Background: an optimization exercise with open tools, aiming at small area. Do not read the settings as production practice. Function was checked by simulation only, so behaviour that the tests miss may differ from the original.

File: design/flow/design.v
`timescale 1ns/10ps
`default_nettype none
package nn_pkg;
	localparam int DATA_W    = 16;
	localparam int FRAC_BITS = 8;
	localparam int N_IN  = 4;
	localparam int N_HID = 3;
	localparam int N_OUT = 1;
	localparam int N_W1 = N_IN * N_HID;
	localparam int N_W2 = N_HID;
	typedef logic signed [DATA_W-1:0] data_t;
endpackage
`default_nettype wire
`timescale 1ns/10ps
`default_nettype none
module input_loader (
	input  wire        en,
	input  wire [15:0] word,
	output wire [15:0] gated
);
	assign gated = word & {16{en}};
endmodule
`default_nettype wire
`timescale 1ns/10ps
`default_nettype none
module nn_fa (input wire a, input wire b, input wire c, output wire s, output wire co);
	assign s  = a ^ b ^ c;
	assign co = (a & b) | (a & c) | (b & c);
endmodule
module nn_fa1 (input wire a, input wire b, output wire s, output wire co);
	assign s  = ~(a ^ b);
	assign co = a | b;
endmodule
module nn_ha (input wire a, input wire b, output wire s, output wire co);
	assign s  = a ^ b;
	assign co = a & b;
endmodule
module nn_benc (input wire b2, input wire b1, input wire b0, output wire one, output wire two, output wire neg);
	assign one = b1 ^ b0;
	assign two = (b2 & ~b1 & ~b0) | (~b2 & b1 & b0);
	assign neg = b2;
endmodule
module nn_bsel (input wire one, input wire two, input wire neg, input wire ak, input wire akm1, output wire p);
	assign p = ((one & ak) | (two & akm1)) ^ neg;
endmodule
module nn_bsel0 (input wire one, input wire neg, input wire a0, output wire p);
	assign p = (one & a0) ^ neg;
endmodule
module mac_b (
	input  wire [15:0] a,
	input  wire [15:0] b,
	input  wire [15:0] acc,
	output wire [15:0] y
);
	wire one0;
	wire two0;
	wire neg0;
	wire p1;
	wire p2;
	wire p3;
	wire p4;
	wire p5;
	wire p6;
	wire p7;
	wire p8;
	wire p9;
	wire p10;
	wire p11;
	wire p12;
	wire p13;
	wire p14;
	wire p15;
	wire p16;
	wire p17;
	wire ns18;
	wire one1;
	wire two1;
	wire neg1;
	wire p19;
	wire p20;
	wire p21;
	wire p22;
	wire p23;
	wire p24;
	wire p25;
	wire p26;
	wire p27;
	wire p28;
	wire p29;
	wire p30;
	wire p31;
	wire p32;
	wire p33;
	wire p34;
	wire p35;
	wire ns36;
	wire one2;
	wire two2;
	wire neg2;
	wire p37;
	wire p38;
	wire p39;
	wire p40;
	wire p41;
	wire p42;
	wire p43;
	wire p44;
	wire p45;
	wire p46;
	wire p47;
	wire p48;
	wire p49;
	wire p50;
	wire p51;
	wire p52;
	wire p53;
	wire ns54;
	wire one3;
	wire two3;
	wire neg3;
	wire p55;
	wire p56;
	wire p57;
	wire p58;
	wire p59;
	wire p60;
	wire p61;
	wire p62;
	wire p63;
	wire p64;
	wire p65;
	wire p66;
	wire p67;
	wire p68;
	wire p69;
	wire p70;
	wire p71;
	wire ns72;
	wire one4;
	wire two4;
	wire neg4;
	wire p73;
	wire p74;
	wire p75;
	wire p76;
	wire p77;
	wire p78;
	wire p79;
	wire p80;
	wire p81;
	wire p82;
	wire p83;
	wire p84;
	wire p85;
	wire p86;
	wire p87;
	wire p88;
	wire one5;
	wire two5;
	wire neg5;
	wire p89;
	wire p90;
	wire p91;
	wire p92;
	wire p93;
	wire p94;
	wire p95;
	wire p96;
	wire p97;
	wire p98;
	wire p99;
	wire p100;
	wire p101;
	wire p102;
	wire one6;
	wire two6;
	wire neg6;
	wire p103;
	wire p104;
	wire p105;
	wire p106;
	wire p107;
	wire p108;
	wire p109;
	wire p110;
	wire p111;
	wire p112;
	wire p113;
	wire p114;
	wire one7;
	wire two7;
	wire neg7;
	wire p115;
	wire p116;
	wire p117;
	wire p118;
	wire p119;
	wire p120;
	wire p121;
	wire p122;
	wire p123;
	wire p124;
	wire s125;
	wire c126;
	wire s127;
	wire c128;
	wire s129;
	wire c130;
	wire s131;
	wire c132;
	wire s133;
	wire c134;
	wire s135;
	wire c136;
	wire s137;
	wire c138;
	wire s139;
	wire c140;
	wire s141;
	wire c142;
	wire s143;
	wire c144;
	wire s145;
	wire c146;
	wire s147;
	wire c148;
	wire s149;
	wire c150;
	wire s151;
	wire c152;
	wire s153;
	wire c154;
	wire s155;
	wire c156;
	wire s157;
	wire c158;
	wire s159;
	wire c160;
	wire s161;
	wire c162;
	wire s163;
	wire c164;
	wire s165;
	wire c166;
	wire s167;
	wire c168;
	wire s169;
	wire c170;
	wire s171;
	wire c172;
	wire s173;
	wire c174;
	wire s175;
	wire c176;
	wire s177;
	wire c178;
	wire s179;
	wire c180;
	wire s181;
	wire c182;
	wire s183;
	wire c184;
	wire s185;
	wire c186;
	wire s187;
	wire c188;
	wire s189;
	wire c190;
	wire s191;
	wire c192;
	wire s193;
	wire c194;
	wire s195;
	wire c196;
	wire s197;
	wire c198;
	wire s199;
	wire c200;
	wire s201;
	wire c202;
	wire s203;
	wire c204;
	wire s205;
	wire c206;
	wire s207;
	wire c208;
	wire s209;
	wire c210;
	wire s211;
	wire c212;
	wire s213;
	wire c214;
	wire s215;
	wire c216;
	wire s217;
	wire c218;
	wire s219;
	wire c220;
	wire s221;
	wire c222;
	wire s223;
	wire c224;
	wire s225;
	wire c226;
	wire s227;
	wire c228;
	wire s229;
	wire c230;
	wire s231;
	wire c232;
	wire s233;
	wire c234;
	wire s235;
	wire c236;
	wire s237;
	wire c238;
	wire s239;
	wire c240;
	wire s241;
	wire c242;
	wire s243;
	wire c244;
	wire s245;
	wire c246;
	wire s247;
	wire c248;
	wire s249;
	wire c250;
	wire s251;
	wire c252;
	wire s253;
	wire c254;
	wire s255;
	wire c256;
	wire s257;
	wire c258;
	wire s259;
	wire c260;
	wire s261;
	wire c262;
	wire s263;
	wire c264;
	wire s265;
	wire c266;
	wire s267;
	wire c268;
	wire s269;
	wire c270;
	wire s271;
	wire c272;
	wire s273;
	wire c274;
	wire s275;
	wire c276;
	wire s277;
	wire c278;
	wire s279;
	wire c280;
	wire s281;
	wire c282;
	wire s283;
	wire c284;
	wire s285;
	wire c286;
	wire s287;
	wire c288;
	wire s289;
	wire c290;
	wire s291;
	wire c292;
	wire s293;
	wire c294;
	wire s295;
	wire c296;
	wire s297;
	wire c298;
	wire s299;
	wire c300;
	wire s301;
	wire c302;
	wire s303;
	wire c304;
	wire s305;
	wire c306;
	wire s307;
	wire c308;
	wire s309;
	wire c310;
	wire s311;
	wire c312;
	wire s313;
	wire c314;
	wire s315;
	wire c316;
	wire s317;
	wire c318;
	wire s319;
	wire c320;
	wire s321;
	wire c322;
	wire s323;
	wire c324;
	wire s325;
	wire c326;
	wire s327;
	wire s328;
	wire s329;
	wire s330;
	wire s331;
	wire [23:0] r0, r1, s;
	nn_benc ue0 (.b2(b[1]), .b1(b[0]), .b0(1'b0), .one(one0), .two(two0), .neg(neg0));
	nn_bsel0 up1 (.one(one0), .neg(neg0), .a0(a[0]), .p(p1));
	nn_bsel up2 (.one(one0), .two(two0), .neg(neg0), .ak(a[1]), .akm1(a[0]), .p(p2));
	nn_bsel up3 (.one(one0), .two(two0), .neg(neg0), .ak(a[2]), .akm1(a[1]), .p(p3));
	nn_bsel up4 (.one(one0), .two(two0), .neg(neg0), .ak(a[3]), .akm1(a[2]), .p(p4));
	nn_bsel up5 (.one(one0), .two(two0), .neg(neg0), .ak(a[4]), .akm1(a[3]), .p(p5));
	nn_bsel up6 (.one(one0), .two(two0), .neg(neg0), .ak(a[5]), .akm1(a[4]), .p(p6));
	nn_bsel up7 (.one(one0), .two(two0), .neg(neg0), .ak(a[6]), .akm1(a[5]), .p(p7));
	nn_bsel up8 (.one(one0), .two(two0), .neg(neg0), .ak(a[7]), .akm1(a[6]), .p(p8));
	nn_bsel up9 (.one(one0), .two(two0), .neg(neg0), .ak(a[8]), .akm1(a[7]), .p(p9));
	nn_bsel up10 (.one(one0), .two(two0), .neg(neg0), .ak(a[9]), .akm1(a[8]), .p(p10));
	nn_bsel up11 (.one(one0), .two(two0), .neg(neg0), .ak(a[10]), .akm1(a[9]), .p(p11));
	nn_bsel up12 (.one(one0), .two(two0), .neg(neg0), .ak(a[11]), .akm1(a[10]), .p(p12));
	nn_bsel up13 (.one(one0), .two(two0), .neg(neg0), .ak(a[12]), .akm1(a[11]), .p(p13));
	nn_bsel up14 (.one(one0), .two(two0), .neg(neg0), .ak(a[13]), .akm1(a[12]), .p(p14));
	nn_bsel up15 (.one(one0), .two(two0), .neg(neg0), .ak(a[14]), .akm1(a[13]), .p(p15));
	nn_bsel up16 (.one(one0), .two(two0), .neg(neg0), .ak(a[15]), .akm1(a[14]), .p(p16));
	nn_bsel up17 (.one(one0), .two(two0), .neg(neg0), .ak(a[15]), .akm1(a[15]), .p(p17));
	assign ns18 = ~p17;
	nn_benc ue1 (.b2(b[3]), .b1(b[2]), .b0(b[1]), .one(one1), .two(two1), .neg(neg1));
	nn_bsel0 up19 (.one(one1), .neg(neg1), .a0(a[0]), .p(p19));
	nn_bsel up20 (.one(one1), .two(two1), .neg(neg1), .ak(a[1]), .akm1(a[0]), .p(p20));
	nn_bsel up21 (.one(one1), .two(two1), .neg(neg1), .ak(a[2]), .akm1(a[1]), .p(p21));
	nn_bsel up22 (.one(one1), .two(two1), .neg(neg1), .ak(a[3]), .akm1(a[2]), .p(p22));
	nn_bsel up23 (.one(one1), .two(two1), .neg(neg1), .ak(a[4]), .akm1(a[3]), .p(p23));
	nn_bsel up24 (.one(one1), .two(two1), .neg(neg1), .ak(a[5]), .akm1(a[4]), .p(p24));
	nn_bsel up25 (.one(one1), .two(two1), .neg(neg1), .ak(a[6]), .akm1(a[5]), .p(p25));
	nn_bsel up26 (.one(one1), .two(two1), .neg(neg1), .ak(a[7]), .akm1(a[6]), .p(p26));
	nn_bsel up27 (.one(one1), .two(two1), .neg(neg1), .ak(a[8]), .akm1(a[7]), .p(p27));
	nn_bsel up28 (.one(one1), .two(two1), .neg(neg1), .ak(a[9]), .akm1(a[8]), .p(p28));
	nn_bsel up29 (.one(one1), .two(two1), .neg(neg1), .ak(a[10]), .akm1(a[9]), .p(p29));
	nn_bsel up30 (.one(one1), .two(two1), .neg(neg1), .ak(a[11]), .akm1(a[10]), .p(p30));
	nn_bsel up31 (.one(one1), .two(two1), .neg(neg1), .ak(a[12]), .akm1(a[11]), .p(p31));
	nn_bsel up32 (.one(one1), .two(two1), .neg(neg1), .ak(a[13]), .akm1(a[12]), .p(p32));
	nn_bsel up33 (.one(one1), .two(two1), .neg(neg1), .ak(a[14]), .akm1(a[13]), .p(p33));
	nn_bsel up34 (.one(one1), .two(two1), .neg(neg1), .ak(a[15]), .akm1(a[14]), .p(p34));
	nn_bsel up35 (.one(one1), .two(two1), .neg(neg1), .ak(a[15]), .akm1(a[15]), .p(p35));
	assign ns36 = ~p35;
	nn_benc ue2 (.b2(b[5]), .b1(b[4]), .b0(b[3]), .one(one2), .two(two2), .neg(neg2));
	nn_bsel0 up37 (.one(one2), .neg(neg2), .a0(a[0]), .p(p37));
	nn_bsel up38 (.one(one2), .two(two2), .neg(neg2), .ak(a[1]), .akm1(a[0]), .p(p38));
	nn_bsel up39 (.one(one2), .two(two2), .neg(neg2), .ak(a[2]), .akm1(a[1]), .p(p39));
	nn_bsel up40 (.one(one2), .two(two2), .neg(neg2), .ak(a[3]), .akm1(a[2]), .p(p40));
	nn_bsel up41 (.one(one2), .two(two2), .neg(neg2), .ak(a[4]), .akm1(a[3]), .p(p41));
	nn_bsel up42 (.one(one2), .two(two2), .neg(neg2), .ak(a[5]), .akm1(a[4]), .p(p42));
	nn_bsel up43 (.one(one2), .two(two2), .neg(neg2), .ak(a[6]), .akm1(a[5]), .p(p43));
	nn_bsel up44 (.one(one2), .two(two2), .neg(neg2), .ak(a[7]), .akm1(a[6]), .p(p44));
	nn_bsel up45 (.one(one2), .two(two2), .neg(neg2), .ak(a[8]), .akm1(a[7]), .p(p45));
	nn_bsel up46 (.one(one2), .two(two2), .neg(neg2), .ak(a[9]), .akm1(a[8]), .p(p46));
	nn_bsel up47 (.one(one2), .two(two2), .neg(neg2), .ak(a[10]), .akm1(a[9]), .p(p47));
	nn_bsel up48 (.one(one2), .two(two2), .neg(neg2), .ak(a[11]), .akm1(a[10]), .p(p48));
	nn_bsel up49 (.one(one2), .two(two2), .neg(neg2), .ak(a[12]), .akm1(a[11]), .p(p49));
	nn_bsel up50 (.one(one2), .two(two2), .neg(neg2), .ak(a[13]), .akm1(a[12]), .p(p50));
	nn_bsel up51 (.one(one2), .two(two2), .neg(neg2), .ak(a[14]), .akm1(a[13]), .p(p51));
	nn_bsel up52 (.one(one2), .two(two2), .neg(neg2), .ak(a[15]), .akm1(a[14]), .p(p52));
	nn_bsel up53 (.one(one2), .two(two2), .neg(neg2), .ak(a[15]), .akm1(a[15]), .p(p53));
	assign ns54 = ~p53;
	nn_benc ue3 (.b2(b[7]), .b1(b[6]), .b0(b[5]), .one(one3), .two(two3), .neg(neg3));
	nn_bsel0 up55 (.one(one3), .neg(neg3), .a0(a[0]), .p(p55));
	nn_bsel up56 (.one(one3), .two(two3), .neg(neg3), .ak(a[1]), .akm1(a[0]), .p(p56));
	nn_bsel up57 (.one(one3), .two(two3), .neg(neg3), .ak(a[2]), .akm1(a[1]), .p(p57));
	nn_bsel up58 (.one(one3), .two(two3), .neg(neg3), .ak(a[3]), .akm1(a[2]), .p(p58));
	nn_bsel up59 (.one(one3), .two(two3), .neg(neg3), .ak(a[4]), .akm1(a[3]), .p(p59));
	nn_bsel up60 (.one(one3), .two(two3), .neg(neg3), .ak(a[5]), .akm1(a[4]), .p(p60));
	nn_bsel up61 (.one(one3), .two(two3), .neg(neg3), .ak(a[6]), .akm1(a[5]), .p(p61));
	nn_bsel up62 (.one(one3), .two(two3), .neg(neg3), .ak(a[7]), .akm1(a[6]), .p(p62));
	nn_bsel up63 (.one(one3), .two(two3), .neg(neg3), .ak(a[8]), .akm1(a[7]), .p(p63));
	nn_bsel up64 (.one(one3), .two(two3), .neg(neg3), .ak(a[9]), .akm1(a[8]), .p(p64));
	nn_bsel up65 (.one(one3), .two(two3), .neg(neg3), .ak(a[10]), .akm1(a[9]), .p(p65));
	nn_bsel up66 (.one(one3), .two(two3), .neg(neg3), .ak(a[11]), .akm1(a[10]), .p(p66));
	nn_bsel up67 (.one(one3), .two(two3), .neg(neg3), .ak(a[12]), .akm1(a[11]), .p(p67));
	nn_bsel up68 (.one(one3), .two(two3), .neg(neg3), .ak(a[13]), .akm1(a[12]), .p(p68));
	nn_bsel up69 (.one(one3), .two(two3), .neg(neg3), .ak(a[14]), .akm1(a[13]), .p(p69));
	nn_bsel up70 (.one(one3), .two(two3), .neg(neg3), .ak(a[15]), .akm1(a[14]), .p(p70));
	nn_bsel up71 (.one(one3), .two(two3), .neg(neg3), .ak(a[15]), .akm1(a[15]), .p(p71));
	assign ns72 = ~p71;
	nn_benc ue4 (.b2(b[9]), .b1(b[8]), .b0(b[7]), .one(one4), .two(two4), .neg(neg4));
	nn_bsel0 up73 (.one(one4), .neg(neg4), .a0(a[0]), .p(p73));
	nn_bsel up74 (.one(one4), .two(two4), .neg(neg4), .ak(a[1]), .akm1(a[0]), .p(p74));
	nn_bsel up75 (.one(one4), .two(two4), .neg(neg4), .ak(a[2]), .akm1(a[1]), .p(p75));
	nn_bsel up76 (.one(one4), .two(two4), .neg(neg4), .ak(a[3]), .akm1(a[2]), .p(p76));
	nn_bsel up77 (.one(one4), .two(two4), .neg(neg4), .ak(a[4]), .akm1(a[3]), .p(p77));
	nn_bsel up78 (.one(one4), .two(two4), .neg(neg4), .ak(a[5]), .akm1(a[4]), .p(p78));
	nn_bsel up79 (.one(one4), .two(two4), .neg(neg4), .ak(a[6]), .akm1(a[5]), .p(p79));
	nn_bsel up80 (.one(one4), .two(two4), .neg(neg4), .ak(a[7]), .akm1(a[6]), .p(p80));
	nn_bsel up81 (.one(one4), .two(two4), .neg(neg4), .ak(a[8]), .akm1(a[7]), .p(p81));
	nn_bsel up82 (.one(one4), .two(two4), .neg(neg4), .ak(a[9]), .akm1(a[8]), .p(p82));
	nn_bsel up83 (.one(one4), .two(two4), .neg(neg4), .ak(a[10]), .akm1(a[9]), .p(p83));
	nn_bsel up84 (.one(one4), .two(two4), .neg(neg4), .ak(a[11]), .akm1(a[10]), .p(p84));
	nn_bsel up85 (.one(one4), .two(two4), .neg(neg4), .ak(a[12]), .akm1(a[11]), .p(p85));
	nn_bsel up86 (.one(one4), .two(two4), .neg(neg4), .ak(a[13]), .akm1(a[12]), .p(p86));
	nn_bsel up87 (.one(one4), .two(two4), .neg(neg4), .ak(a[14]), .akm1(a[13]), .p(p87));
	nn_bsel up88 (.one(one4), .two(two4), .neg(neg4), .ak(a[15]), .akm1(a[14]), .p(p88));
	nn_benc ue5 (.b2(b[11]), .b1(b[10]), .b0(b[9]), .one(one5), .two(two5), .neg(neg5));
	nn_bsel0 up89 (.one(one5), .neg(neg5), .a0(a[0]), .p(p89));
	nn_bsel up90 (.one(one5), .two(two5), .neg(neg5), .ak(a[1]), .akm1(a[0]), .p(p90));
	nn_bsel up91 (.one(one5), .two(two5), .neg(neg5), .ak(a[2]), .akm1(a[1]), .p(p91));
	nn_bsel up92 (.one(one5), .two(two5), .neg(neg5), .ak(a[3]), .akm1(a[2]), .p(p92));
	nn_bsel up93 (.one(one5), .two(two5), .neg(neg5), .ak(a[4]), .akm1(a[3]), .p(p93));
	nn_bsel up94 (.one(one5), .two(two5), .neg(neg5), .ak(a[5]), .akm1(a[4]), .p(p94));
	nn_bsel up95 (.one(one5), .two(two5), .neg(neg5), .ak(a[6]), .akm1(a[5]), .p(p95));
	nn_bsel up96 (.one(one5), .two(two5), .neg(neg5), .ak(a[7]), .akm1(a[6]), .p(p96));
	nn_bsel up97 (.one(one5), .two(two5), .neg(neg5), .ak(a[8]), .akm1(a[7]), .p(p97));
	nn_bsel up98 (.one(one5), .two(two5), .neg(neg5), .ak(a[9]), .akm1(a[8]), .p(p98));
	nn_bsel up99 (.one(one5), .two(two5), .neg(neg5), .ak(a[10]), .akm1(a[9]), .p(p99));
	nn_bsel up100 (.one(one5), .two(two5), .neg(neg5), .ak(a[11]), .akm1(a[10]), .p(p100));
	nn_bsel up101 (.one(one5), .two(two5), .neg(neg5), .ak(a[12]), .akm1(a[11]), .p(p101));
	nn_bsel up102 (.one(one5), .two(two5), .neg(neg5), .ak(a[13]), .akm1(a[12]), .p(p102));
	nn_benc ue6 (.b2(b[13]), .b1(b[12]), .b0(b[11]), .one(one6), .two(two6), .neg(neg6));
	nn_bsel0 up103 (.one(one6), .neg(neg6), .a0(a[0]), .p(p103));
	nn_bsel up104 (.one(one6), .two(two6), .neg(neg6), .ak(a[1]), .akm1(a[0]), .p(p104));
	nn_bsel up105 (.one(one6), .two(two6), .neg(neg6), .ak(a[2]), .akm1(a[1]), .p(p105));
	nn_bsel up106 (.one(one6), .two(two6), .neg(neg6), .ak(a[3]), .akm1(a[2]), .p(p106));
	nn_bsel up107 (.one(one6), .two(two6), .neg(neg6), .ak(a[4]), .akm1(a[3]), .p(p107));
	nn_bsel up108 (.one(one6), .two(two6), .neg(neg6), .ak(a[5]), .akm1(a[4]), .p(p108));
	nn_bsel up109 (.one(one6), .two(two6), .neg(neg6), .ak(a[6]), .akm1(a[5]), .p(p109));
	nn_bsel up110 (.one(one6), .two(two6), .neg(neg6), .ak(a[7]), .akm1(a[6]), .p(p110));
	nn_bsel up111 (.one(one6), .two(two6), .neg(neg6), .ak(a[8]), .akm1(a[7]), .p(p111));
	nn_bsel up112 (.one(one6), .two(two6), .neg(neg6), .ak(a[9]), .akm1(a[8]), .p(p112));
	nn_bsel up113 (.one(one6), .two(two6), .neg(neg6), .ak(a[10]), .akm1(a[9]), .p(p113));
	nn_bsel up114 (.one(one6), .two(two6), .neg(neg6), .ak(a[11]), .akm1(a[10]), .p(p114));
	nn_benc ue7 (.b2(b[15]), .b1(b[14]), .b0(b[13]), .one(one7), .two(two7), .neg(neg7));
	nn_bsel0 up115 (.one(one7), .neg(neg7), .a0(a[0]), .p(p115));
	nn_bsel up116 (.one(one7), .two(two7), .neg(neg7), .ak(a[1]), .akm1(a[0]), .p(p116));
	nn_bsel up117 (.one(one7), .two(two7), .neg(neg7), .ak(a[2]), .akm1(a[1]), .p(p117));
	nn_bsel up118 (.one(one7), .two(two7), .neg(neg7), .ak(a[3]), .akm1(a[2]), .p(p118));
	nn_bsel up119 (.one(one7), .two(two7), .neg(neg7), .ak(a[4]), .akm1(a[3]), .p(p119));
	nn_bsel up120 (.one(one7), .two(two7), .neg(neg7), .ak(a[5]), .akm1(a[4]), .p(p120));
	nn_bsel up121 (.one(one7), .two(two7), .neg(neg7), .ak(a[6]), .akm1(a[5]), .p(p121));
	nn_bsel up122 (.one(one7), .two(two7), .neg(neg7), .ak(a[7]), .akm1(a[6]), .p(p122));
	nn_bsel up123 (.one(one7), .two(two7), .neg(neg7), .ak(a[8]), .akm1(a[7]), .p(p123));
	nn_bsel up124 (.one(one7), .two(two7), .neg(neg7), .ak(a[9]), .akm1(a[8]), .p(p124));
	nn_fa us125 (.a(neg1), .b(p3), .c(p19), .s(s125), .co(c126));
	nn_fa us127 (.a(p4), .b(p20), .c(c126), .s(s127), .co(c128));
	nn_fa us129 (.a(neg2), .b(p5), .c(p21), .s(s129), .co(c130));
	nn_fa us131 (.a(p37), .b(s129), .c(c128), .s(s131), .co(c132));
	nn_fa us133 (.a(p6), .b(p22), .c(p38), .s(s133), .co(c134));
	nn_fa us135 (.a(c130), .b(s133), .c(c132), .s(s135), .co(c136));
	nn_fa us137 (.a(neg3), .b(p7), .c(p23), .s(s137), .co(c138));
	nn_fa us139 (.a(p39), .b(p55), .c(c134), .s(s139), .co(c140));
	nn_fa us141 (.a(s137), .b(s139), .c(c136), .s(s141), .co(c142));
	nn_fa us143 (.a(p8), .b(p24), .c(p40), .s(s143), .co(c144));
	nn_fa us145 (.a(p56), .b(c138), .c(s143), .s(s145), .co(c146));
	nn_fa us147 (.a(c140), .b(s145), .c(c142), .s(s147), .co(c148));
	nn_fa us149 (.a(acc[0]), .b(neg4), .c(p9), .s(s149), .co(c150));
	nn_fa us151 (.a(p25), .b(p41), .c(p57), .s(s151), .co(c152));
	nn_fa us153 (.a(p73), .b(c144), .c(s149), .s(s153), .co(c154));
	nn_fa us155 (.a(s151), .b(c146), .c(s153), .s(s155), .co(c156));
	nn_fa us157 (.a(acc[1]), .b(p10), .c(p26), .s(s157), .co(c158));
	nn_fa us159 (.a(p42), .b(p58), .c(p74), .s(s159), .co(c160));
	nn_fa us161 (.a(c150), .b(c152), .c(s157), .s(s161), .co(c162));
	nn_fa us163 (.a(s159), .b(c154), .c(s161), .s(s163), .co(c164));
	nn_fa us165 (.a(acc[2]), .b(neg5), .c(p11), .s(s165), .co(c166));
	nn_fa us167 (.a(p27), .b(p43), .c(p59), .s(s167), .co(c168));
	nn_fa us169 (.a(p75), .b(p89), .c(c158), .s(s169), .co(c170));
	nn_fa us171 (.a(c160), .b(s165), .c(s167), .s(s171), .co(c172));
	nn_fa us173 (.a(c162), .b(s169), .c(s171), .s(s173), .co(c174));
	nn_fa us175 (.a(acc[3]), .b(p12), .c(p28), .s(s175), .co(c176));
	nn_fa us177 (.a(p44), .b(p60), .c(p76), .s(s177), .co(c178));
	nn_fa us179 (.a(p90), .b(c166), .c(c168), .s(s179), .co(c180));
	nn_fa us181 (.a(s175), .b(s177), .c(c170), .s(s181), .co(c182));
	nn_fa us183 (.a(c172), .b(s179), .c(s181), .s(s183), .co(c184));
	nn_fa us185 (.a(acc[4]), .b(neg6), .c(p13), .s(s185), .co(c186));
	nn_fa us187 (.a(p29), .b(p45), .c(p61), .s(s187), .co(c188));
	nn_fa us189 (.a(p77), .b(p91), .c(p103), .s(s189), .co(c190));
	nn_fa us191 (.a(c176), .b(c178), .c(s185), .s(s191), .co(c192));
	nn_fa us193 (.a(s187), .b(s189), .c(c180), .s(s193), .co(c194));
	nn_fa us195 (.a(s191), .b(c182), .c(s193), .s(s195), .co(c196));
	nn_fa us197 (.a(acc[5]), .b(p14), .c(p30), .s(s197), .co(c198));
	nn_fa us199 (.a(p46), .b(p62), .c(p78), .s(s199), .co(c200));
	nn_fa us201 (.a(p92), .b(p104), .c(c186), .s(s201), .co(c202));
	nn_fa us203 (.a(c188), .b(c190), .c(s197), .s(s203), .co(c204));
	nn_fa us205 (.a(s199), .b(c192), .c(s201), .s(s205), .co(c206));
	nn_fa us207 (.a(s203), .b(c194), .c(s205), .s(s207), .co(c208));
	nn_fa us209 (.a(acc[6]), .b(neg7), .c(p15), .s(s209), .co(c210));
	nn_fa us211 (.a(p31), .b(p47), .c(p63), .s(s211), .co(c212));
	nn_fa us213 (.a(p79), .b(p93), .c(p105), .s(s213), .co(c214));
	nn_fa us215 (.a(p115), .b(c198), .c(c200), .s(s215), .co(c216));
	nn_fa us217 (.a(s209), .b(s211), .c(s213), .s(s217), .co(c218));
	nn_fa us219 (.a(c202), .b(c204), .c(s215), .s(s219), .co(c220));
	nn_fa us221 (.a(s217), .b(c206), .c(s219), .s(s221), .co(c222));
	nn_fa us223 (.a(acc[7]), .b(p16), .c(p32), .s(s223), .co(c224));
	nn_fa us225 (.a(p48), .b(p64), .c(p80), .s(s225), .co(c226));
	nn_fa us227 (.a(p94), .b(p106), .c(p116), .s(s227), .co(c228));
	nn_fa us229 (.a(c210), .b(c212), .c(c214), .s(s229), .co(c230));
	nn_fa us231 (.a(s223), .b(s225), .c(s227), .s(s231), .co(c232));
	nn_fa us233 (.a(c216), .b(c218), .c(s229), .s(s233), .co(c234));
	nn_fa us235 (.a(s231), .b(c220), .c(s233), .s(s235), .co(c236));
	nn_fa us237 (.a(acc[8]), .b(p17), .c(p33), .s(s237), .co(c238));
	nn_fa us239 (.a(p49), .b(p65), .c(p81), .s(s239), .co(c240));
	nn_fa us241 (.a(p95), .b(p107), .c(p117), .s(s241), .co(c242));
	nn_fa us243 (.a(c224), .b(c226), .c(c228), .s(s243), .co(c244));
	nn_fa us245 (.a(s237), .b(s239), .c(s241), .s(s245), .co(c246));
	nn_fa us247 (.a(c230), .b(c232), .c(s243), .s(s247), .co(c248));
	nn_fa us249 (.a(s245), .b(c234), .c(s247), .s(s249), .co(c250));
	nn_fa us251 (.a(acc[9]), .b(p17), .c(p34), .s(s251), .co(c252));
	nn_fa us253 (.a(p50), .b(p66), .c(p82), .s(s253), .co(c254));
	nn_fa us255 (.a(p96), .b(p108), .c(p118), .s(s255), .co(c256));
	nn_fa us257 (.a(c238), .b(c240), .c(c242), .s(s257), .co(c258));
	nn_fa us259 (.a(s251), .b(s253), .c(s255), .s(s259), .co(c260));
	nn_fa us261 (.a(c244), .b(c246), .c(s257), .s(s261), .co(c262));
	nn_fa us263 (.a(s259), .b(c248), .c(s261), .s(s263), .co(c264));
	nn_fa us265 (.a(acc[10]), .b(p51), .c(p67), .s(s265), .co(c266));
	nn_fa us267 (.a(p83), .b(p97), .c(p109), .s(s267), .co(c268));
	nn_fa us269 (.a(p119), .b(ns18), .c(ns36), .s(s269), .co(c270));
	nn_fa us271 (.a(c252), .b(c254), .c(c256), .s(s271), .co(c272));
	nn_fa us273 (.a(s265), .b(s267), .c(s269), .s(s273), .co(c274));
	nn_fa us275 (.a(c258), .b(c260), .c(s271), .s(s275), .co(c276));
	nn_fa us277 (.a(s273), .b(c262), .c(s275), .s(s277), .co(c278));
	nn_fa1 us279 (.a(acc[11]), .b(p52), .s(s279), .co(c280));
	nn_fa us281 (.a(p68), .b(p84), .c(p98), .s(s281), .co(c282));
	nn_fa us283 (.a(p110), .b(p120), .c(c266), .s(s283), .co(c284));
	nn_fa us285 (.a(c268), .b(s279), .c(s281), .s(s285), .co(c286));
	nn_fa us287 (.a(c270), .b(c272), .c(s283), .s(s287), .co(c288));
	nn_fa us289 (.a(s285), .b(c274), .c(c276), .s(s289), .co(c290));
	nn_fa us291 (.a(s287), .b(c278), .c(s289), .s(s291), .co(c292));
	nn_fa us293 (.a(acc[12]), .b(p69), .c(p85), .s(s293), .co(c294));
	nn_fa us295 (.a(p99), .b(p111), .c(p121), .s(s295), .co(c296));
	nn_fa us297 (.a(ns54), .b(c280), .c(c282), .s(s297), .co(c298));
	nn_fa us299 (.a(s293), .b(s295), .c(c284), .s(s299), .co(c300));
	nn_fa us301 (.a(c286), .b(s297), .c(c288), .s(s301), .co(c302));
	nn_fa us303 (.a(s299), .b(c290), .c(s301), .s(s303), .co(c304));
	nn_fa1 us305 (.a(acc[13]), .b(p70), .s(s305), .co(c306));
	nn_fa us307 (.a(p86), .b(p100), .c(p112), .s(s307), .co(c308));
	nn_fa us309 (.a(p122), .b(c294), .c(c296), .s(s309), .co(c310));
	nn_fa us311 (.a(s305), .b(s307), .c(c298), .s(s311), .co(c312));
	nn_fa us313 (.a(s309), .b(c300), .c(s311), .s(s313), .co(c314));
	nn_fa us315 (.a(c302), .b(s313), .c(c304), .s(s315), .co(c316));
	nn_fa us317 (.a(acc[14]), .b(p87), .c(p101), .s(s317), .co(c318));
	nn_fa us319 (.a(p113), .b(p123), .c(ns72), .s(s319), .co(c320));
	nn_fa us321 (.a(c306), .b(c308), .c(s317), .s(s321), .co(c322));
	nn_fa us323 (.a(s319), .b(c310), .c(s321), .s(s323), .co(c324));
	nn_fa us325 (.a(c312), .b(s323), .c(c314), .s(s325), .co(c326));
	assign s327 = ~acc[15];
	assign s328 = s327 ^ p88 ^ p102;
	assign s329 = p114 ^ p124 ^ c318;
	assign s330 = s328 ^ c320 ^ c322;
	assign s331 = s329 ^ c324 ^ s330;
	assign r0 = {c326, c316, s315, c292, s291, c264, c250, c236, c222, c208, c196, c184, c174, c164, c156, c148, s147, s141, s135, s131, s127, s125, p2, p1};
	assign r1 = {s331, s325, 1'b0, s303, 1'b0, s277, s263, s249, s235, s221, s207, s195, s183, s173, s163, s155, 1'b0, 1'b0, 1'b0, 1'b0, 1'b0, 1'b0, 1'b0, neg0};
	assign s = r0 + r1;
	assign y = s[23:8];
endmodule
`default_nettype wire
`timescale 1ns/10ps
`default_nettype none
module nn_top (
	input  logic          clk,
	input  logic          rst_n,
	input  logic          in_valid_d,
	input  nn_pkg::data_t data_point,
	input  logic          in_valid_w1,
	input  nn_pkg::data_t weight1,
	input  logic          in_valid_w2,
	input  nn_pkg::data_t weight2,
	output logic          out_valid,
	output nn_pkg::data_t out
);
	localparam int DATA_W = nn_pkg::DATA_W;
	localparam int N_W1   = nn_pkg::N_W1;
	localparam int N_W2   = nn_pkg::N_W2;
	logic [1:0]                     cnt;
	logic [3:0]                     m1;
	logic [1:0]                     m2;
	logic [N_W1-1:0][DATA_W-1:0]    w1;
	logic [N_W2-1:0][DATA_W-1:0]    w2;
	logic [DATA_W-1:0]              x1, x2;
	logic                           v1, v2;
	logic [1:0]                     i1, i2;
	logic [2:0][DATA_W-1:0]         acc;
	logic                           r2;
	logic [DATA_W-1:0]              oacc;
	always_ff @(posedge clk or negedge rst_n) begin
		if (!rst_n) begin
			cnt <= '0;
			v1  <= 1'b0;
			v2  <= 1'b0;
			r2  <= 1'b0;
		end else begin
			if (in_valid_d)
				cnt <= cnt + 2'd1;
			v1 <= in_valid_d;
			v2 <= v1;
			r2 <= v2 && (i2 == 2'd3);
		end
	end
	always_ff @(posedge clk) begin
		x1 <= data_point;
		x2 <= x1;
		i1 <= cnt;
		i2 <= i1;
	end
	always_ff @(posedge clk or negedge rst_n) begin
		if (!rst_n) begin
			m1 <= '0;
			m2 <= '0;
		end else begin
			if (in_valid_w1 && m1 != 4'(N_W1))
				m1 <= m1 + 4'd1;
			if (in_valid_w2 && m2 != 2'(N_W2))
				m2 <= m2 + 2'd1;
		end
	end
	logic [2:0] vx;
	assign vx = {v2, v1, in_valid_d};
	always_ff @(posedge clk) begin
		for (int j = 0; j < 3; j++) begin
			if (in_valid_w1 || vx[j]) begin
				for (int i = 0; i < 3; i++)
					w1[4*j+i] <= w1[4*j+i+1];
				if (!in_valid_w1)
					w1[4*j+3] <= w1[4*j];
				else if (j == 2)
					w1[4*j+3] <= weight1;
				else
					w1[4*j+3] <= w1[(4*j+4) % N_W1];
			end
		end
	end
	always_ff @(posedge clk) begin
		if (in_valid_w2) begin
			w2[N_W2-1] <= weight2;
			for (int k = 0; k < N_W2 - 1; k++)
				w2[k] <= w2[k+1];
		end
	end
	logic [2:0][DATA_W-1:0] xs;
	logic [2:0][1:0]        ix;
	logic [2:0]             ok;
	logic [2:0][DATA_W-1:0] xg;
	logic [2:0][DATA_W-1:0] acc_in;
	logic [2:0][DATA_W-1:0] acc_nx;
	logic [N_W1-1:0] sv;
	always_comb
		for (int k = 0; k < N_W1; k++)
			sv[k] = (m1 >= 4'(N_W1 - k));
	assign xs = {x2, x1, data_point};
	assign ix = {i2, i1, cnt};
	genvar gj;
	generate
		for (gj = 0; gj < 3; gj++) begin : g_hid
			assign ok[gj] = vx[gj] && sv[4*gj + ix[gj]];
			input_loader u_gate (
				.en    (ok[gj]),
				.word  (xs[gj]),
				.gated (xg[gj])
			);
			assign acc_in[gj] = (vx[gj] && ix[gj] == 2'd0) ? '0 : acc[gj];
			mac_b u_mac (
				.a   (xg[gj]),
				.b   (w1[4*gj]),
				.acc (acc_in[gj]),
				.y   (acc_nx[gj])
			);
		end
	endgenerate
	always_ff @(posedge clk)
		acc <= acc_nx;
	logic [2:0]        hd;
	logic [2:0]        hs;
	logic [14:0]       h;
	logic [DATA_W-1:0] wsel;
	logic [DATA_W-1:0] oacc_in;
	logic [DATA_W-1:0] oacc_nx;
	assign hd = {r2, v2 && (i2 == 2'd3), v1 && (i1 == 2'd3)};
	assign hs[0] = hd[0] && !acc[0][DATA_W-1] && (m2 >= 2'd3);
	assign hs[1] = hd[1] && !acc[1][DATA_W-1] && (m2 >= 2'd2);
	assign hs[2] = hd[2] && !acc[2][DATA_W-1] && (m2 >= 2'd1);
	assign h    = (acc[0][14:0] & {15{hs[0]}})
	            | (acc[1][14:0] & {15{hs[1]}})
	            | (acc[2][14:0] & {15{hs[2]}});
	assign wsel = (w2[0] & {DATA_W{hd[0]}})
	            | (w2[1] & {DATA_W{hd[1]}})
	            | (w2[2] & {DATA_W{hd[2]}});
	assign oacc_in = hd[0] ? '0 : oacc;
	mac_b u_omac (
		.a   (wsel),
		.b   ({1'b0, h}),
		.acc (oacc_in),
		.y   (oacc_nx)
	);
	always_ff @(posedge clk)
		oacc <= oacc_nx;
	always_ff @(posedge clk or negedge rst_n) begin
		if (!rst_n)
			out_valid <= 1'b0;
		else
			out_valid <= r2;
	end
	assign out = oacc;
endmodule
`default_nettype wire
File: design/flow/run.sh
#!/bin/bash
# synth_recipe.tcl (not shown) runs the flow's synth.tcl, then flattens the netlist and writes it again
# the make line also repeats each setting of config.mk as NAME=value (left out here)
make -C /OpenROAD-flow-scripts/flow DESIGN_CONFIG=/design/flow/config.mk WORK_HOME=/design/flow/orfs CLKGATE_MAP_FILE= SYNTH_SCRIPT=/design/flow/synth_recipe.tcl finish
File: design/flow/config.mk
export PLATFORM = sky130hd
export DESIGN_NAME = nn_top
export DESIGN_NICKNAME = nn_top
export VERILOG_FILES = /design/flow/design.v
export SDC_FILE = /design/flow/constraint.sdc
export NUM_CORES = 4
export LEC_CHECK = 0
export CAP_MARGIN = 20
export CORE_MARGIN = 2
export CORE_UTILIZATION = 40
export CTS_BUF_LIST = sky130_fd_sc_hd__clkbuf_4 sky130_fd_sc_hd__clkbuf_8
export SLEW_MARGIN = 20
export SYNTH_HIERARCHICAL = 1
File: design/flow/constraint.sdc
create_clock -name core_clock -period 8.0 [get_ports {clk}]
set_input_delay 1.6000 -clock core_clock [delete_from_list [all_inputs] [get_ports {clk}]]
set_output_delay 1.6000 -clock core_clock [all_outputs]
set_load 0.01 [all_outputs]
==> implementation parameters, run 1 <==
Parameter                              Value

Global routing
  Largest net degree at the start of global routing ... 65
  Wire length of the first global-routing pass ... 149400 um
  Vias in the first global route ... 24730
  All-Layer GR Usage ... 0.2166
  Overall overflow remaining after global route ... 0
  Initial antenna violation count ... 2

Clocking
  TritonCTS clock tree ... yes
  Num CTS Buffers ... 67
  Clock sink count ... 352
  Number of cells upsized or downsized after cts ... 0
  Maximum clock path buffer count ... 3
  CTS root buf ... sky130_fd_sc_hd__clkbuf_8
  Post-CTS Setup Repair Bufs ... 0
  CTS clock-pin slew for the worst setup and hold paths ... 0.06 ns
  Clock latency on the worst-skew pair ... 0.66 ns
  CTS H-tree depth ... 3
  Hold buffers post-CTS ... 0

Yosys
  Most common flop cell mapped by yosys ... sky130_fd_sc_hd__edfxtp_1
  Count of mapped cells out of synthesis ... 2666
  Mean area per synthesized cell ... 12.91 sq um
  Top area cells in the synthesized netlist ... sky130_fd_sc_hd__fa_1 23%, sky130_fd_sc_hd__edfxtp_1 21%, sky130_fd_sc_hd__a22oi_2 16%
  Post-synthesis cell type count ... 57
  YS warnings ... 7
  Largest family of logic cells by synthesized area ... adder cells
  Synthesis-stage register bit count ... 352
  Number of enable-type register cells in the synthesized netlist ... 240
  Compound-cell area share of the yosys netlist ... 0.2134
  Cell taking the most area after synthesis ... sky130_fd_sc_hd__fa_1
  Sequential cell area fraction in the yosys report ... 0.2763
  Count leader, synth ... sky130_fd_sc_hd__xnor2_1
  Summed instance area of the synthesized netlist ... 34420 sq um
  Post-synthesis xor/xnor area fraction ... 0.1534
  Area share of the largest cell type after synthesis ... 0.2303
  FFs w/ async S/R, synth ... 0.03409
  Most frequent cells after synthesis ... 554 x sky130_fd_sc_hd__xnor2_1, 452 x sky130_fd_sc_hd__a22oi_2, 396 x sky130_fd_sc_hd__fa_1
  Mux share of post-synthesis cell area ... 0.01752
  Synth Area in Adders ... 0.2551
  Basic-gate share of the synthesized area counting and, or, nand and nor cells ... 0.06198

Timing
  Count of final max-slew check failures ... 0
  Setup Viol. Count Final ... 0
  Final Hold Violating Endpoints ... 0
  Worst max-slew margin expressed relative to the limit ... 0.2446
  Final worst path period need ... 6.998 ns
  Worst clock skew ... 0.05304 ns
  Maximum clock frequency ... 0.1429 GHz
  Worst slew pin tran ... 1.133 ns
  Setup ws final ... 1.002 ns
  Setup TNS Final ... 0 ns
  Unrepaired setup endpoints after global routing ... false
  Share of the cycle needed by the critical path after routing ... 0.8747

Place
  Post-DP HPWL ... 70120 um
  GP Congestion ... 0.8652
  DP Worst Slack ... 0.5003 ns
  Placed cell count ... 3921
  Count of buffers from port buffering ... 69

Routing
  Number of optimization iterations in the first detailed-route pass ... 7
  Detailed-route via count ... 22710
  Post-detailed-route via-to-cell ratio ... 5.609
  Average wire length per cell after detail routing ... 23.35 um
  Total wirelength of the detailed-routed design ... 94550 um
  Count of nets left with antenna violations after detail routing ... 0
  DRC errors left ... 0
  Number of violations reported at the end of detailed-routing iteration 0 ... 1510

Setup path
  Master of the slowest instance on the critical path ... sky130_fd_sc_hd__o22ai_2
  Dominant cell type by count on the critical path ... sky130_fd_sc_hd__fa_1
  Critical path's largest stage delay ... 0.78 ns
  Data arrival time of the critical path ... 7.53 ns
  CP cell instances ... inv_1 -> ha_1 -> nor2_1 -> nor3b_4 -> a221o_1 -> nand2b_1 -> o22ai_2 -> buf_4 -> a22oi_2 -> xnor2_1 -> fa_1 -> fa_1 -> fa_1 -> fa_1 -> fa_1 -> fa_1 -> ha_1 -> a31o_2 -> a31oi_1 -> xnor2_1
  Data required time at the worst endpoint ... 8.53 ns
  Startpoint-to-endpoint class of the critical path ... reg -> reg
  Critical path fanouts, max ... 15
  CP Launch Type ... register
  CP endpoint kind ... register

Floorplan
  Core region area ... 85280 sq um
  I/O Pins ... 70
  Area enclosed by the die boundary ... 88410 sq um
  Die height ... 297.3 um
  Number of rows in the core area ... 107
  Starting utilization of the core area ... 0.4036
  Floorplan die width ... 297.3 um

Cells and area
  Number of filler cells placed in the layout ... 7793
  Layout Area Growth over Synthesis ... 11.99%
  Number of standard cells in the layout, taps in and fillers out ... 4049
  Post-layout net count ... 3364
  Fraction of layout cells with a size suffix above 1 ... 0.2900

Min path
  Worst hold-check path type ... reg -> reg

Run
  Number of maximum-capacitance violations ... 0

Outcome
  Outcome ... no timing/DRC/antenna violations
[worst paths after layout]
| kind | slack, ns | cells past startpoint | end | startpoint |
|---|---|---|---|---|
| worst max register to register | 1.00 | 20 | oacc[15]$_DFF_P_ | m2[0]$_DFFE_PN0P_ |
| max in group asynchronous | 6.24 | 1 | m1[1]$_DFFE_PN0P_ | rst_n |
| worst max-delay path | 1.00 | 20 | oacc[15]$_DFF_P_ | m2[0]$_DFFE_PN0P_ |
| worst min register to register | 0.35 | 0 | x2[0]$_DFF_P_ | x1[0]$_DFF_P_ |
| min in group asynchronous | 1.35 | 1 | out_valid$_DFF_PN0_ | rst_n |
| worst min-delay path | 0.35 | 0 | x2[0]$_DFF_P_ | x1[0]$_DFF_P_ |
[cells by family after synthesis]
group                      Yosys count
muxes                               54
other                                5
buffers and inverters              148
and+or+nand+nor                    374
DFF                                352
xor gates and xnor gates           603
AOI/OAI and AO/OA                  666
adders and majority gates          464
[sequential cells by signal, summed over array words and instances, names as in the netlist, 2 cells and up]
register  flops
x2           16
m2            2
acc          48
w2           48
i1            2
oacc         16
w1          192
i2            2
cnt           2
x1           16
m1            4
[modules after synthesis (local to each module, per instance)]
module	cells	flip-flops and latches	cell area (sq um)
input_loader	17	0	126.4
mac_b	113	0	813.3
nn_bsel0	2	0	12.51
nn_fa	1	0	20.02
nn_top	607	352	11470
nn_benc	5	0	38.79
nn_fa1	5	0	27.53
nn_bsel	2	0	21.27
[cell usage in the layout (no fill, tap or decap), drive strengths merged, types with 5 or more instances in the layout]
cell and n:
clkbuf 95, nor2 30, a21o 12, and2b 13, conb 15, clkinv 15, clkdlybuf4s50 67, nand2 109
o21a 12, nand3 25, o22ai 32, ha 68, fa 396, a21oi 58, and3 10, dfrtp 12
nand2b 33, edfxtp 240, xnor2 554, xor2 49, nand4 13, and2 83, mux2 50, a221o 15
o21ai 27, diode 5, buf 103, a31oi 8, a222oi 16, dfxtp 100, nor2b 36, a31o 5
or4 8, inv 85, nor3 6, a22oi 452
[critical path: cells and delay by family (launching register included)]
kind	cells	cell delay [ns]
buffers and inverters	2	0.41
DFF	1	0.41
AOI/OAI and AO/OA	5	1.97
adders and majority gates	8	3.01
and+or+nand+nor	3	0.73
xor gates and xnor gates	2	0.36
[per-stage QoR]
step | hold slack, ns | utilization | instance area, sq um
global placement | 0.3359 | 0.4341 | 37020
floorplan | 0.3235 | - | 34460
global route | 0.3534 | 0.4520 | 38540
CTS | 0.3431 | 0.4513 | 38490
finish | 0.3528 | 0.4520 | 38540
detailed placement | 0.3454 | 0.4344 | 37040
[per-layer routing]
metal  global-route usage  vias to the layer above  share of wire  wire, um
li1                     -                     9990              -         -
met5                    0                        -        0.00014        13
met4              0.06950                        2          0.030      2823
met2               0.3506                      711           0.47     44360
met3              0.03396                      152          0.053      4965
met1               0.2977                    11860           0.45     42390
[final cells by class]
cell class	instances	area, sq um	share of cell area
Antenna cell	5	12.51	0.0003246
Clock buffer	95	1176	0.03051
Clock inverter	27	269.0	0.006979
Inverter	80	300.3	0.007791
Multi-Input combinational cell	2176	24400	0.6330
Sequential cell	352	9509	0.2467
Tap cell	1144	1431	0.03714
Timing Repair Buffer	170	1446	0.03753
==> inputs of run 2 (changes only) <==
==> design/flow/flow/run.sh (new file) <==
#!/bin/bash
# Standard layout, plus power recovery (downsizing of gates with slack) at global routing.
set -euo pipefail
bash standard.sh RECOVER_POWER=100 finish > flow_standard.log 2>&1
==> design/flow/standard.sh (new file) <==
#!/bin/bash
# synth_recipe.tcl (not shown) runs the flow's synth.tcl, then flattens the netlist and writes it again
# the make line also repeats each setting of config.mk as NAME=value (left out here)
make -C /OpenROAD-flow-scripts/flow DESIGN_CONFIG=/design/flow/config.mk WORK_HOME=/design/flow/orfs CLKGATE_MAP_FILE= SYNTH_SCRIPT=/design/flow/synth_recipe.tcl "${@:-finish}"
removed: design/flow/run.sh
==> run 2 against run 1 <==
Worst hold slack about the same. Synthesized cell count unchanged. Highest routed layer unchanged. Clock skew up 0.0018 ns. Die area stayed put. The layout now fails its checks (max-capacitance violations, max-slew violations). First-iteration DRC count is 1.1% lower. Sequential cell count did not move. Clock-buffer cell count unchanged.
==> implementation parameters, run 2 <==
Parameter                              Value

Outcome
  Outcome ... complete, but fails checks
  Layout check fault list ... max-capacitance violations, max-slew violations

Clocking
  TritonCTS clock tree ... yes
  CTS clock-pin slew for the worst setup and hold paths ... 0.06 ns
  CTS root buf ... sky130_fd_sc_hd__clkbuf_8
  Post-CTS Setup Repair Bufs ... 0
  Clock latency on the worst-skew pair ... 0.67 ns
  Num CTS Buffers ... 67
  Maximum clock path buffer count ... 3
  Clock sink count ... 352
  CTS H-tree depth ... 3
  Number of cells upsized or downsized after cts ... 0
  Hold buffers post-CTS ... 0

Global routing
  Largest net degree at the start of global routing ... 65
  Overall overflow remaining after global route ... 0
  All-Layer GR Usage ... 0.2166
  Vias in the first global route ... 24730
  Initial antenna violation count ... 2
  Wire length of the first global-routing pass ... 149400 um

Setup path
  CP Launch Type ... input port
  Critical path fanouts, max ... 16
  Data required time at the worst endpoint ... 8.51 ns
  Reg-to-Reg End ... acc[47]$_DFF_P_
  Startpoint-to-endpoint class of the critical path ... in -> reg
  Data arrival time of the critical path ... 7.95 ns
  FF-to-FF setup slack ... 0.63 ns
  CP endpoint kind ... register
  FF-to-FF Start ... m1[1]$_DFFE_PN0P_
  Timing endpoint of the critical path ... acc[15]$_DFF_P_
  Worst setup path startpoint ... in_valid_d
  R2R cell count ... 23

Routing
  DRC errors left ... 0
  Post-detailed-route via-to-cell ratio ... 5.614
  Number of optimization iterations in the first detailed-route pass ... 8
  Number of violations reported at the end of detailed-routing iteration 0 ... 1494
  Detailed-route via count ... 22730
  Average wire length per cell after detail routing ... 23.40 um
  Total wirelength of the detailed-routed design ... 94740 um
  Count of nets left with antenna violations after detail routing ... 0

Cells and area
  Max FFs per register ... 192
  Commonest non-fill, non-tap cells in the layout ... 554 x sky130_fd_sc_hd__xnor2_1, 447 x sky130_fd_sc_hd__a22oi_2, 396 x sky130_fd_sc_hd__fa_1
  Registers with the most flip-flops ... w1 x192, acc x48, w2 x48
  Top register by number of flip-flops ... w1
  Combined area of the multi-input logic cells ... 24330 sq um
  Number of standard cells in the layout, taps in and fillers out ... 4049
  Number of filler cells placed in the layout ... 7810
  Flip-flop and latch area ... 9509 sq um
  Area of all placed cells without fillers ... 38450 sq um
  Post-layout net count ... 3364
  Fraction of layout cells with a size suffix above 1 ... 0.2817
  Layout Area Growth over Synthesis ... 11.72%
  Most common cell after layout, fill and taps aside ... sky130_fd_sc_hd__xnor2_1

Place
  Cell Area, Placed ... 37040 sq um
  GP Congestion ... 0.8652
  Post-DP HPWL ... 70120 um
  Count of buffers from port buffering ... 69
  Placed cell count ... 3921

Yosys
  Most common flop cell mapped by yosys ... sky130_fd_sc_hd__edfxtp_1
  Synthesis-stage register bit count ... 352
  Count of mapped cells out of synthesis ... 2666
  Post-synthesis cell type count ... 57
  Most frequent cells after synthesis ... 554 x sky130_fd_sc_hd__xnor2_1, 452 x sky130_fd_sc_hd__a22oi_2, 396 x sky130_fd_sc_hd__fa_1
  Mean area per synthesized cell ... 12.91 sq um
  Sequential cell area fraction in the yosys report ... 0.2763
  Number of enable-type register cells in the synthesized netlist ... 240
  Count leader, synth ... sky130_fd_sc_hd__xnor2_1
  FFs w/ async S/R, synth ... 0.03409
  Area share of the largest cell type after synthesis ... 0.2303
  Cell taking the most area after synthesis ... sky130_fd_sc_hd__fa_1
  Top area cells in the synthesized netlist ... sky130_fd_sc_hd__fa_1 23%, sky130_fd_sc_hd__edfxtp_1 21%, sky130_fd_sc_hd__a22oi_2 16%
  YS warnings ... 7
  Summed instance area of the synthesized netlist ... 34420 sq um

Timing
  Setup Viol. Count Final ... 0
  Count of final max-slew check failures ... 301
  Setup TNS Final ... 0 ns
  WHS ... 0.3531 ns
  Final worst path period need ... 7.448 ns
  Worst max-slew margin expressed relative to the limit ... -1.668
  Final Hold Violating Endpoints ... 0
  Share of the cycle needed by the critical path after routing ... 0.9309
  Unrepaired setup endpoints after global routing ... false
  Maximum clock frequency ... 0.1343 GHz
  Worst slew pin tran ... 4.001 ns
  Worst clock skew ... 0.05479 ns

Min path
  Hold path start ... x1[0]$_DFF_P_
  Worst hold-check path type ... reg -> reg

Run
  Number of maximum-capacitance violations ... 5

Floorplan
  Die height ... 297.3 um
  Area enclosed by the die boundary ... 88410 sq um
  Floorplan die width ... 297.3 um
  Number of rows in the core area ... 107
  Starting utilization of the core area ... 0.4036
  Core region area ... 85280 sq um
  I/O Pins ... 70
run 2: layout make-up:
type,count,share of cell area
repair buffers,170,0.03693
well taps,1144,0.03722
diodes,5,0.0003254
flip-flops and latches,352,0.2473
multi-input cells,2176,0.6328
inverters,80,0.007809
clock buffers,95,0.03059
clock inverters,27,0.006996
run 2: modules after synthesis (local to each module, per instance):
module | cells inside | flip-flops and latches | times used
input_loader | 17 | 0 | 3
mac_b | 113 | 0 | 4
nn_benc | 5 | 0 | 32
nn_bsel | 2 | 0 | 448
nn_bsel0 | 2 | 0 | 32
nn_fa | 1 | 0 | 396
nn_fa1 | 5 | 0 | 8
nn_top | 607 | 352 | 1
run 2: worst max-delay path, stage by stage:
cell	delay [ns]
sky130_fd_sc_hd__dlygate4sd3_1	0.67
sky130_fd_sc_hd__o311a_1	0.22
sky130_fd_sc_hd__buf_4	0.24
sky130_fd_sc_hd__and2_0	0.72
sky130_fd_sc_hd__a22oi_2	0.11
sky130_fd_sc_hd__xnor2_1	0.21
sky130_fd_sc_hd__fa_1	0.44
sky130_fd_sc_hd__fa_1	0.40
sky130_fd_sc_hd__fa_1	0.40
sky130_fd_sc_hd__fa_1	0.40
sky130_fd_sc_hd__fa_1	0.40
sky130_fd_sc_hd__fa_1	0.39
sky130_fd_sc_hd__ha_1	0.36
sky130_fd_sc_hd__nand3_1	0.09
sky130_fd_sc_hd__or4_1	0.51
sky130_fd_sc_hd__a211oi_2	0.34
sky130_fd_sc_hd__o21a_2	0.19
sky130_fd_sc_hd__a31oi_1	0.10
sky130_fd_sc_hd__xnor2_1	0.14
run 2: cell families (layout without fill, tap and decap cells):
| family | after synthesis | in the layout | share of synthesized area |
|---|---|---|---|
| other | 5 | 20 | 0.0005454 |
| XOR/XNOR | 603 | 603 | 0.1534 |
| adder cells (fa/ha/maj) | 464 | 464 | 0.2551 |
| AND/OR/NAND/NOR | 374 | 374 | 0.06198 |
| AO/OA/AOI/OAI | 666 | 666 | 0.2134 |
| multiplexers | 54 | 54 | 0.01752 |
| flip-flops | 352 | 352 | 0.2763 |
| buffers and inverters | 148 | 372 | 0.02181 |
run 2: metal layers:
metal  GRT usage  up-vias  wire (um)
met5           0        -         13
met3     0.03396      163       4645
met2      0.3506      689      44450
met4     0.06950        2       2924
met1      0.2977    11890      42700
li1            -     9982          -
run 2: worst min-delay path by stage:
stage | to | slack, ns | depth (start not counted)
after floorplan | x2[0]$_DFF_P_ | 0.32 | 0
after global placement | x2[4]$_DFF_P_ | 0.34 | 0
after detailed placement | x2[4]$_DFF_P_ | 0.35 | 0
after CTS | x2[0]$_DFF_P_ | 0.34 | 0
after global routing | x2[0]$_DFF_P_ | 0.35 | 0
final | x2[0]$_DFF_P_ | 0.35 | 0
run 2: through the flow:
step	worst slack, ns	util
detailed placement	0.5003	0.4344
global placement	0.5759	0.4341
global route	0.3004	0.4509
finish	0.5525	0.4509
floorplan	1.300	-
CTS	0.9471	0.4513
==> inputs of run 3 (changes only) <==
==> design/flow/flow/run.sh (replaced) <==
#!/bin/bash
# Standard synthesis; then every combinational cell of the netlist is set to
# its smallest drive strength before the standard layout steps, whose timing
# and design repair size up what needs it.  Ports get the smallest buffer.
set -euo pipefail
bash standard.sh synth > synth_stage.log 2>&1
NET=orfs/results/sky130hd/nn_top/base/1_2_yosys.v
python3 flow/downsize.py $NET > downsize.log 2>&1
bash standard.sh "BUFFER_PORTS_ARGS=-buffer_cell sky130_fd_sc_hd__buf_1" finish > layout_stage.log 2>&1
==> design/flow/flow/downsize.py (new file) <==
#!/usr/bin/env python3
"""Swap each combinational cell of the synthesized netlist for the smallest
drive strength of the same cell (same function and pins).  Timing repair in
the later steps sizes up what needs it."""
import re, sys
LIB = "/OpenROAD-flow-scripts/flow/platforms/sky130hd/lib/sky130_fd_sc_hd__tt_025C_1v80.lib"
txt = open(LIB).read()
area = {}
for c in re.split(r'\n\s*cell\s*\(', txt)[1:]:
    n = re.match(r'\s*"?(\w+)"?', c).group(1)
    a = re.search(r'area\s*:\s*([\d.]+)', c)
    if a:
        area[n] = float(a.group(1))
SKIP = re.compile(r'__(df|edf|sdf|dl|clk|conb|tap|fill|decap|buf|inv|probe|lpflow|mux2i|ebuf|einv)')
def target(cell):
    if SKIP.search(cell):
        return cell
    m = re.match(r'(sky130_fd_sc_hd__\w+?)_(\d+)$', cell)
    if not m:
        return cell
    best = cell
    for d in ("0", "1"):
        cand = f"{m.group(1)}_{d}"
        if cand in area and area[cand] < area[best]:
            best = cand
    return best
path = sys.argv[1]
net = open(path).read()
swaps = {}
def sub(m):
    t = target(m.group(1))
    if t != m.group(1):
        swaps[(m.group(1), t)] = swaps.get((m.group(1), t), 0) + 1
    return m.group(0).replace(m.group(1), t, 1)
net = re.sub(r'^(\s*sky130_fd_sc_hd__\w+)(?=\s)', lambda m: sub2(m), net, flags=re.M) if False else \
      re.sub(r'(?m)^\s*(sky130_fd_sc_hd__\w+)\s', sub, net)
open(path, "w").write(net)
for (a, b), n in sorted(swaps.items()):
    print(f"{n:5d} {a} -> {b}")
--- a/design/flow/config.mk
+++ b/design/flow/config.mk
@@ -8,6 +8,7 @@
 export CAP_MARGIN = 20
 export CORE_MARGIN = 2
 export CORE_UTILIZATION = 40
-export CTS_BUF_LIST = sky130_fd_sc_hd__clkbuf_4 sky130_fd_sc_hd__clkbuf_8
+export CTS_CLUSTER_DIAMETER = 100
+export CTS_CLUSTER_SIZE = 24
 export SLEW_MARGIN = 20
 export SYNTH_HIERARCHICAL = 1
==> run 3 against run 2 <==
The run now finishes clean. Cell count shrank 3.9%. Critical path depth up 2. Die area shrank 7.6%. Sequential share of layout area is 2.7 points higher. Clock-buffer cell count down 63. Clock skew shrank 0.0066 ns. Non-clock buffer count is 25 higher. Largest cell class unchanged. Highest routed layer unchanged.
==> implementation parameters, run 3 <==
Parameter                              Value

Floorplan
  Floorplan die width ... 285.9 um
  Number of rows in the core area ... 103
  Starting utilization of the core area ... 0.4030
  I/O Pins ... 70
  Die height ... 285.9 um
  Core region area ... 78870 sq um
  Area enclosed by the die boundary ... 81730 sq um

Place
  Post-DP HPWL ... 66830 um
  Cell Area, Placed ... 33890 sq um
  Placed cell count ... 3852
  GP Congestion ... 0.9540
  Count of buffers from port buffering ... 69

Setup path
  R2R cell count ... 21
  CP cell instances ... and3_1 -> and3b_1 -> a221o_1 -> buf_4 -> xor2_1 -> buf_4 -> nand2_1 -> xnor2_1 -> fa_1 -> fa_1 -> fa_1 -> fa_1 -> fa_1 -> fa_1 -> ha_1 -> nand3_1 -> or4_1 -> a211oi_1 -> o21a_1 -> a31oi_1 -> xnor2_1
  Critical path's largest stage delay ... 0.53 ns
  Master of the slowest instance on the critical path ... sky130_fd_sc_hd__or4_1
  Critical path fanouts, max ... 22
  CP endpoint kind ... register
  Startpoint-to-endpoint class of the critical path ... reg -> reg
  CP Launch Type ... register
  Reg-to-Reg End ... oacc[15]$_DFF_P_
  FF-to-FF setup slack ... 0.88 ns
  Data required time at the worst endpoint ... 8.46 ns
  Cell family contributing the most delay on the critical path ... adder cells
  Worst Path Buf+Inv ... 2
  FF-to-FF Start ... i1[0]$_DFF_P_
  Data arrival time of the critical path ... 7.58 ns
  Dominant cell type by count on the critical path ... sky130_fd_sc_hd__fa_1

Timing
  Worst slew pin tran ... 1.135 ns
  Unrepaired setup endpoints after global routing ... false
  Final worst path period need ... 7.124 ns
  Setup TNS Final ... 0 ns
  Worst clock skew ... 0.04820 ns
  Worst max-slew margin expressed relative to the limit ... 0.2426
  Count of final max-slew check failures ... 0
  Final Hold Violating Endpoints ... 0
  Share of the cycle needed by the critical path after routing ... 0.8905
  Setup Viol. Count Final ... 0
  Maximum clock frequency ... 0.1404 GHz

Min path
  Hold Path Cell Cnt ... 0
  Worst hold-check path type ... reg -> reg
  Hold path endpoint ... x2[1]$_DFF_P_
  Hold path start ... x1[1]$_DFF_P_

Routing
  Detailed-route via count ... 22640
  Total wirelength of the detailed-routed design ... 89010 um
  Average wire length per cell after detail routing ... 22.86 um
  DRC errors left ... 0
  Count of nets left with antenna violations after detail routing ... 0
  Post-detailed-route via-to-cell ratio ... 5.817
  Number of optimization iterations in the first detailed-route pass ... 8
  Number of violations reported at the end of detailed-routing iteration 0 ... 2624

Global routing
  Vias in the first global route ... 23640
  Overall overflow remaining after global route ... 0
  Initial antenna violation count ... 1
  Largest net degree at the start of global routing ... 65
  Wire length of the first global-routing pass ... 139800 um
  All-Layer GR Usage ... 0.2181

Clocking
  CTS root buf ... sky130_fd_sc_hd__clkbuf_16
  Clock latency on the worst-skew pair ... 0.60 ns
  Post-CTS Setup Repair Bufs ... 0
  Num CTS Buffers ... 22
  Clock sink count ... 352
  CTS clock-pin slew for the worst setup and hold paths ... 0.10 ns
  Hold buffers post-CTS ... 0
  Maximum clock path buffer count ... 3
  Number of cells upsized or downsized after cts ... 0
  TritonCTS clock tree ... yes
  CTS H-tree depth ... 1

Yosys
  Summed instance area of the synthesized netlist ... 31780 sq um
  YS warnings ... 7
  Mean area per synthesized cell ... 11.92 sq um
  Count of mapped cells out of synthesis ... 2666

Cells and area
  Number of filler cells placed in the layout ... 7420
  Max FFs per register ... 192
  Layout Area Growth over Synthesis ... 9.105%
  Number of antenna cells inserted ... 0
  Number of standard cells in the layout, taps in and fillers out ... 3893
  Registers with the most flip-flops ... w1 x192, acc x48, w2 x48
  Commonest non-fill, non-tap cells in the layout ... 554 x sky130_fd_sc_hd__xnor2_1, 452 x sky130_fd_sc_hd__a22oi_1, 396 x sky130_fd_sc_hd__fa_1
  Most common cell after layout, fill and taps aside ... sky130_fd_sc_hd__xnor2_1
  Area of all placed cells without fillers ... 34680 sq um
  Fraction of layout cells with a size suffix above 1 ... 0.07703
  Post-layout net count ... 3344
  Top register by number of flip-flops ... w1

Outcome
  Outcome ... no timing/DRC/antenna violations

Run
  Number of maximum-capacitance violations ... 0
-- run 3: final cells by class --
type,count,area [sq um],share of cell area
multi-input cells,2176,21570,0.6220
flip-flops and latches,352,9509,0.2742
well taps,1050,1314,0.03788
repair buffers,195,1215,0.03503
clock buffers,32,619.3,0.01786
inverters,80,300.3,0.008659
clock inverters,8,151.4,0.004366
-- run 3: metal layers --
metal / routed length (um) / global-route usage / vias up
met4: 2817 / 0.06741 / 2
li1: - / - / 9932
met2: 41030 / 0.3475 / 937
met1: 39260 / 0.3103 / 11620
met3: 5885 / 0.02751 / 154
met5: 13 / 0 / -
-- run 3: worst reg2reg max path, stage by stage (launching register included) --
cell	delay (ns)
sky130_fd_sc_hd__dfxtp_1	0.42
sky130_fd_sc_hd__and3_1	0.31
sky130_fd_sc_hd__and3b_1	0.51
sky130_fd_sc_hd__a221o_1	0.31
sky130_fd_sc_hd__buf_4	0.35
sky130_fd_sc_hd__xor2_1	0.18
sky130_fd_sc_hd__buf_4	0.22
sky130_fd_sc_hd__nand2_1	0.09
sky130_fd_sc_hd__xnor2_1	0.18
sky130_fd_sc_hd__fa_1	0.39
sky130_fd_sc_hd__fa_1	0.41
sky130_fd_sc_hd__fa_1	0.40
sky130_fd_sc_hd__fa_1	0.41
sky130_fd_sc_hd__fa_1	0.41
sky130_fd_sc_hd__fa_1	0.40
sky130_fd_sc_hd__ha_1	0.36
sky130_fd_sc_hd__nand3_1	0.08
sky130_fd_sc_hd__or4_1	0.53
sky130_fd_sc_hd__a211oi_1	0.51
sky130_fd_sc_hd__o21a_1	0.26
sky130_fd_sc_hd__a31oi_1	0.12
sky130_fd_sc_hd__xnor2_1	0.14
-- run 3: metrics by stage --
step,hold slack [ns],setup WS [ns],utilization
2_1_floorplan,0.3236,1.350,-
3_3_place_gp,0.3352,0.6661,0.4296
3_5_place_dp,0.3408,0.6782,0.4296
4_1_cts,0.3531,0.9627,0.4394
5_1_grt,0.3628,0.4953,0.4397
6_report,0.3488,0.8757,0.4397
-- run 3: how the worst max path moves through the flow --
| stage | endpoint | cells past startpoint | start |
|---|---|---|---|
| final | oacc[15]$_DFF_P_ | 21 | i1[0]$_DFF_P_ |
| after CTS | oacc[15]$_DFF_P_ | 21 | i1[0]$_DFF_P_ |
| after global placement | acc[15]$_DFF_P_ | 19 | in_valid_d |
| after floorplan | acc[9]$_DFF_P_ | 16 | in_valid_d |
| after detailed placement | acc[15]$_DFF_P_ | 19 | in_valid_d |
| after global routing | oacc[15]$_DFF_P_ | 21 | v1$_DFF_PN0_ |

## separate check: timing with driven ports
The results above use ideal ports. As a check the final layouts listed here were re-extracted and re-timed, cells and wires unchanged. Step 1, drivers: a clkbuf_16 drives clk and a buf_2 each remaining input, both assumed. Step 2 adds t to the input delays and takes it off the output delays; t is the mean of the earliest and latest rising clock arrival at the registers after step 1. Input paths then give back, and output paths get back, about the clock's delay inside the block. Three values: ideal ports, drivers, drivers and shift; two values: the first two.
| run | shift t [ns] | slack for setup (ns) | hold WS [ns] | worst register clock-pin slew, ns |
|---|---|---|---|---|
| run 1 | 0.704 | 1.002 / 1.002 / 0.330 | 0.353 / 0.353 / 0.353 | 0.07 / 0.07 |
| run 2 | 0.709 | 0.552 / 0.533 / -0.175 | 0.353 / 0.353 / 0.353 | 0.07 / 0.07 |
| run 3 | 0.643 | 0.876 / 0.876 / 0.571 | 0.349 / 0.349 / 0.349 | 0.10 / 0.10 |
For run 2, which loses most, drivers alone change the setup slack by -0.019 ns; drivers and shift together by -0.727 ns.
